Source: an optimization exercise on an open RTL-to-GDS flow (aim: small area, a short achievable clock period and few clock cycles per item). Production flows keep margins and buffers that such runs may drop. Only simulation tests tie the RTL to the original design; equivalence was not proved. No activity file was given, so power comes from the tool's default toggle rates.

// mac_accumulator_coprocessor_top
module mac_accumulator_coprocessor_top #(
    parameter int OUT_DEPTH = macc_pkg::OUT_DEPTH_DEF
) (
    input  logic                clk,
    input  logic                rst_n,
    input  logic                push,
    output logic                full,
    input  logic [145:0]        in_word,
    output logic                empty,
    input  logic                pop,
    output logic [40:0]         out_word
);
For scale: about 3,600 cells after synthesis, ~540 flip-flops, roughly 190 I/O pins, ~41,000 um2 of cells after synthesis.
==> flow/config.mk <==
export PLATFORM = sky130hd
export DESIGN_NAME = mac_accumulator_coprocessor_top
export DESIGN_NICKNAME = mac_accumulator_coprocessor_top
export VERILOG_FILES = /design/flow/design.v
export SDC_FILE = /design/flow/constraint.sdc
export NUM_CORES = 4
export LEC_CHECK = 0
export CAP_MARGIN = 20
export CORE_MARGIN = 2
export CORE_UTILIZATION = 55
export SLEW_MARGIN = 20
export SYNTH_HIERARCHICAL = 1
==> flow/constraint.sdc <==
create_clock -name core_clock -period 10.0 [get_ports {clk}]
set_input_delay 2.0000 -clock core_clock [delete_from_list [all_inputs] [get_ports {clk}]]
set_output_delay 2.0000 -clock core_clock [all_outputs]
set_load 0.01 [all_outputs]
standard.sh (not shown) runs the stock make flow with config.mk's settings and CLKGATE_MAP_FILE= SYNTH_SCRIPT=/design/flow/synth_recipe.tcl, a recipe that flattens the netlist after the stock synthesis.
==> flow/flow/run.sh <==
#!/bin/bash
# Standard layout (standard synthesis included), with timing repair asked to
# keep a setup margin, so that it works on the clock period the design
# achieves rather than stopping at the 10 ns constraint.
set -euo pipefail
bash standard.sh SETUP_SLACK_MARGIN=6.7 finish > make_finish.log 2>&1
The baseline went through all stages and came out clean.
Testbench counts at the start, summed over its fixed seeds: cycles 24,024, items 24,000.
==> next run, changes <==
--- a/flow/flow/run.sh
+++ b/flow/flow/run.sh
@@ -5,2 +5,2 @@
 set -euo pipefail
-bash standard.sh SETUP_SLACK_MARGIN=6.7 finish > make_finish.log 2>&1
+bash standard.sh SETUP_SLACK_MARGIN=6.4 finish > make_finish.log 2>&1
=> The changed run went through all stages and came out clean. Power is lower by a few percent. Cell count is lower by a few percent. Sequential share of layout area is higher by 1.1 points. Critical path depth is lower by 1. Count of clock-buffer cells in the layout is higher by 7. Area after synthesis does not change.

---

## alpha
mac_accumulator_coprocessor_top, a different RTL version from the one above (not shown whole).
For scale: about 3500 cells after synthesis, roughly 530 flip-flops, ~190 I/O pins, roughly 40000 um2 of cells after synthesis.
export LEC_CHECK = 0
export CAP_MARGIN = 20
export CORE_MARGIN = 2
export CORE_UTILIZATION = 55
export SLEW_MARGIN = 20
export SYNTH_HIERARCHICAL = 1
create_clock -name core_clock -period 10.0 [get_ports {clk}]
==> flow/flow/run.sh <==
#!/bin/bash
# Standard layout (standard synthesis included), with timing repair asked to
# keep a setup margin, so that it works on the clock period the design
# achieves rather than stopping at the 10 ns constraint. Every port still
# gets a buffer, of a smaller cell than the default pick.
set -euo pipefail
bash standard.sh "BUFFER_PORTS_ARGS=-buffer_cell sky130_fd_sc_hd__buf_2" SETUP_SLACK_MARGIN=6.75 finish > make_finish.log 2>&1
Testbench counts of alpha, summed over its fixed seeds: cycles 24,024, items 24,000.
Changes in beta relative to alpha:
==> flow/flow/run.sh <==
#!/bin/bash
# Standard layout (standard synthesis included), with timing repair asked to
# keep a setup margin, so that it works on the clock period the design
# achieves rather than stopping at the 10 ns constraint.
set -euo pipefail
bash standard.sh SETUP_SLACK_MARGIN=6.75 finish > make_finish.log 2>&1
## What came out
beta completed; timing, DRC and antenna clean. Going from alpha to beta, the critical path depth was found to have gone down by 7. Of beta and alpha, the run reporting the lower global routing met3 resource utilization was alpha. Relative to alpha, area added between synthesis and finish has increased by 0.95 points in beta. beta ended up with register to output port as its type of the worst setup path; alpha ended up with register to register.

---

Another version of the RTL of mac_accumulator_coprocessor_top (not shown whole).
For scale: ~42000 um2 of cells after synthesis.
clock: 10.0 ns
lec_check: 0
cap_margin: 20
core_margin: 2
core_utilization: 40
slew_margin: 20
synth_hierarchical: 1
==> flow/flow/run.sh <==
#!/bin/bash
# Standard layout (standard synthesis included), with timing repair asked to
# keep a setup margin, so that it works on the clock period the design
# achieves rather than stopping at the 10 ns constraint.
set -euo pipefail
bash standard.sh SETUP_SLACK_MARGIN=6.8 finish > make_finish.log 2>&1
The baseline passed the timing, DRC and antenna checks.
Testbench counts at the start, summed over its fixed seeds: cycles 24,024, items 24,000.
Change:
- CORE_UTILIZATION: 40 -> 55
What happened: The new run finished clean. Core utilization rises by 17 points. Wire length rises by 2.1%. Combinational power falls by about 2%. Global-route usage rises by 11 points. Power falls by 0.99%. Synthesized cell count stays the same. Cell count falls by 7.4%. Non-clock buffer count falls by 30.
Change:
- CORE_UTILIZATION: 55 -> 40
- CTS_BUF_LIST: not set -> sky130_fd_sc_hd__clkbuf_8
The changed run went through all stages and came out clean.
Critical path depth goes down by 8.
Total power goes down by 0.96%.
Via count hardly moves.
Synthesized area stays the same.
Routed wire length goes down by 1.8%.
Core utilization goes down by 18 points.

---

mac_accumulator_coprocessor_top, a different RTL version from the one above (not shown whole).
Size: about 3400 cells after synthesis, ~190 I/O pins.
clock: 10.0 ns
lec_check: 0
cap_margin: 20
core_margin: 2
core_utilization: 55
slew_margin: 20
synth_hierarchical: 1
==> flow/flow/run.sh <==
#!/bin/bash
# Standard layout (standard synthesis included), with timing repair asked to
# keep a setup margin, so that it works on the clock period the design
# achieves rather than stopping at the 10 ns constraint.
set -euo pipefail
bash standard.sh SETUP_SLACK_MARGIN=6.75 finish > make_finish.log 2>&1
The starting point finished clean.
Testbench counts at the start, summed over its fixed seeds: cycles 24,024, items 24,000.
Edit:
--- a/flow/flow/run.sh
+++ b/flow/flow/run.sh
@@ -4,3 +4,3 @@
 # achieves rather than stopping at the 10 ns constraint.
 set -euo pipefail
-bash standard.sh SETUP_SLACK_MARGIN=6.75 finish > make_finish.log 2>&1
+bash standard.sh SETUP_SLACK_MARGIN=6.6 finish > make_finish.log 2>&1
Final area went down by 3.7%.
Count of clock-buffer cells in the layout went down by 3.
Core utilization went down by 2.5 points.
Wire length went down by 3.8%.
Global-route usage went down by 0.68 points.
Sequential share of layout area went up by 0.99 points.
First-iteration DRC count went down by 12%.
Non-clock buffer count went down by 120.
Combinational power went down by about 4%.
Fmax went down by 3.4%.
Synthesized area is unchanged.
Edit:
--- a/flow/flow/run.sh
+++ b/flow/flow/run.sh
@@ -4,3 +4,3 @@
 # achieves rather than stopping at the 10 ns constraint.
 set -euo pipefail
-bash standard.sh SETUP_SLACK_MARGIN=6.6 finish > make_finish.log 2>&1
+bash standard.sh SETUP_SLACK_MARGIN=6.75 finish > make_finish.log 2>&1
Settings changed: CTS_CLUSTER_DIAMETER from default to 80, CTS_CLUSTER_SIZE from default to 40.
The changed run finished with timing, DRC and antenna clean. Non-clock buffer count went up by 133. Final cell count rises by 1.9%. Total power shrinks by 4.9%. Sequential power goes down by about 2%. Global-route usage climbs by 0.38 points. Worst hold slack gets better by 22 ps. Clock skew grows by 28 ps. Register-to-register slack is better by 100 ps.

---

Another version of the RTL of mac_accumulator_coprocessor_top (not shown whole).
Size in the first run: ~4,200 cells after synthesis, about 0.046 mm^2 of cells after synthesis.
## mac_accumulator_coprocessor_top
module mac_accumulator_coprocessor_top #(
    parameter int OUT_DEPTH = macc_pkg::OUT_DEPTH_DEF
) (
    input  logic                clk,
    input  logic                rst_n,
    input  logic                push,
    output logic                full,
    input  logic [145:0]        in_word,
    output logic                empty,
    input  logic                pop,
    output logic [40:0]         out_word
);
    localparam int CNT_W = $clog2(OUT_DEPTH + 1);
    logic [1:0]  f_kind;
    logic        f_full, f_wa31;
    logic [31:0] f_a, f_b;
    logic [15:0] f_alg;
    logic [7:0]  f_ahg, f_whg;
    logic             take;
    logic             res_push;
    logic [40:0]      res;
    logic [CNT_W-1:0] out_cnt_reg, out_cnt_next;
    logic             full_reg;
    logic             popped;
    macc_front u_front (
        .in_word (in_word),
        .kind    (f_kind),
        .full    (f_full),
        .a       (f_a),
        .b       (f_b),
        .alg     (f_alg),
        .ahg     (f_ahg),
        .whg     (f_whg),
  ...
Settings: LEC_CHECK=0, CAP_MARGIN=20, CORE_MARGIN=2, CORE_UTILIZATION=40, SLEW_MARGIN=20; clock period 10.0 ns.
==> flow/flow/run.sh <==
#!/bin/bash
# Standard layout, with timing repair asked to leave a setup margin so that
# the achieved clock period, not just the 10 ns constraint, is optimised.
set -euo pipefail
bash standard.sh SETUP_SLACK_MARGIN=6.8 finish > make_finish.log 2>&1
The first run produced a clean layout.
Testbench counts at the start, summed over its fixed seeds: cycles 24,024, items 24,000.
Edit:
==> flow/run.sh (new file) <==
#!/bin/bash
# synth_recipe.tcl (not shown) runs the flow's synth.tcl, then flattens the netlist and writes it again
# the make line also repeats each setting of config.mk as NAME=value (left out here)
make -C /OpenROAD-flow-scripts/flow DESIGN_CONFIG=/design/flow/config.mk WORK_HOME=/design/flow/orfs CLKGATE_MAP_FILE= SYNTH_SCRIPT=/design/flow/synth_recipe.tcl finish
removed: flow/flow/run.sh
removed: flow/standard.sh
=>
- power shrinks by 5.1%
- combinational power shrinks by 11%
- clock skew hardly moves
- final cell count shrinks by 2.5%
- die area stays the same
- global-route usage shrinks by 0.94 points

## re-timing with driven ports
In the flow no input, the clock included, has a driving cell. The finished layouts below were timed again as built, in two steps.
Step 1 assumes that a clkbuf_16 drives the clock port and a buf_2 every other input.
Step 2 times the ports against the registers' clock, not the clock port: input delays grow and output delays shrink by t, the midpoint of the rising clock arrivals with the driver on.
a / b / c = ideal / step 1 / step 2; a / b = the first two.
run | shift t [ns] | setup slack, ns | clock arrival spread, ns | worst register clock-pin slew, ns
the first run of note 1 | 0.725 | 6.664 / 6.632 / 6.163 | 0.026 / 0.026 | 0.07 / 0.07
the second run of note 1 | 0.710 | 6.361 / 6.361 / 5.988 | 0.021 / 0.022 | 0.07 / 0.07
alpha | 0.703 | 6.693 / 6.670 / 6.272 | 0.039 / 0.039 | 0.07 / 0.07
beta | 0.717 | 6.712 / 6.646 / 6.097 | 0.027 / 0.026 | 0.07 / 0.07
the first run of note 3 | 0.702 | 6.768 / 6.737 / 6.192 | 0.029 / 0.029 | 0.07 / 0.07
the second run of note 3 | 0.698 | 6.770 / 6.748 / 6.173 | 0.033 / 0.034 | 0.07 / 0.07
the third run of note 3 | 0.829 | 6.658 / 6.592 / 6.145 | 0.039 / 0.039 | 0.07 / 0.07
the first run of note 4 | 0.704 | 6.722 / 6.683 / 6.278 | 0.037 / 0.036 | 0.07 / 0.07
the second run of note 4 | 0.702 | 6.607 / 6.607 / 6.076 | 0.026 / 0.025 | 0.06 / 0.06
the third run of note 4 | 0.727 | 6.691 / 6.618 / 6.271 | 0.052 / 0.052 | 0.12 / 0.12
the first run of note 5 | 0.714 | 6.750 / 6.724 / 6.179 | 0.026 / 0.025 | 0.06 / 0.06
the second run of note 5 | 0.716 | 5.959 / 5.959 / 5.399 | 0.026 / 0.027 | 0.07 / 0.07
After both steps setup and hold are still met in every run listed. For beta, which loses most, drivers alone change the setup slack by -0.066 ns; drivers and shift together by -0.615 ns.
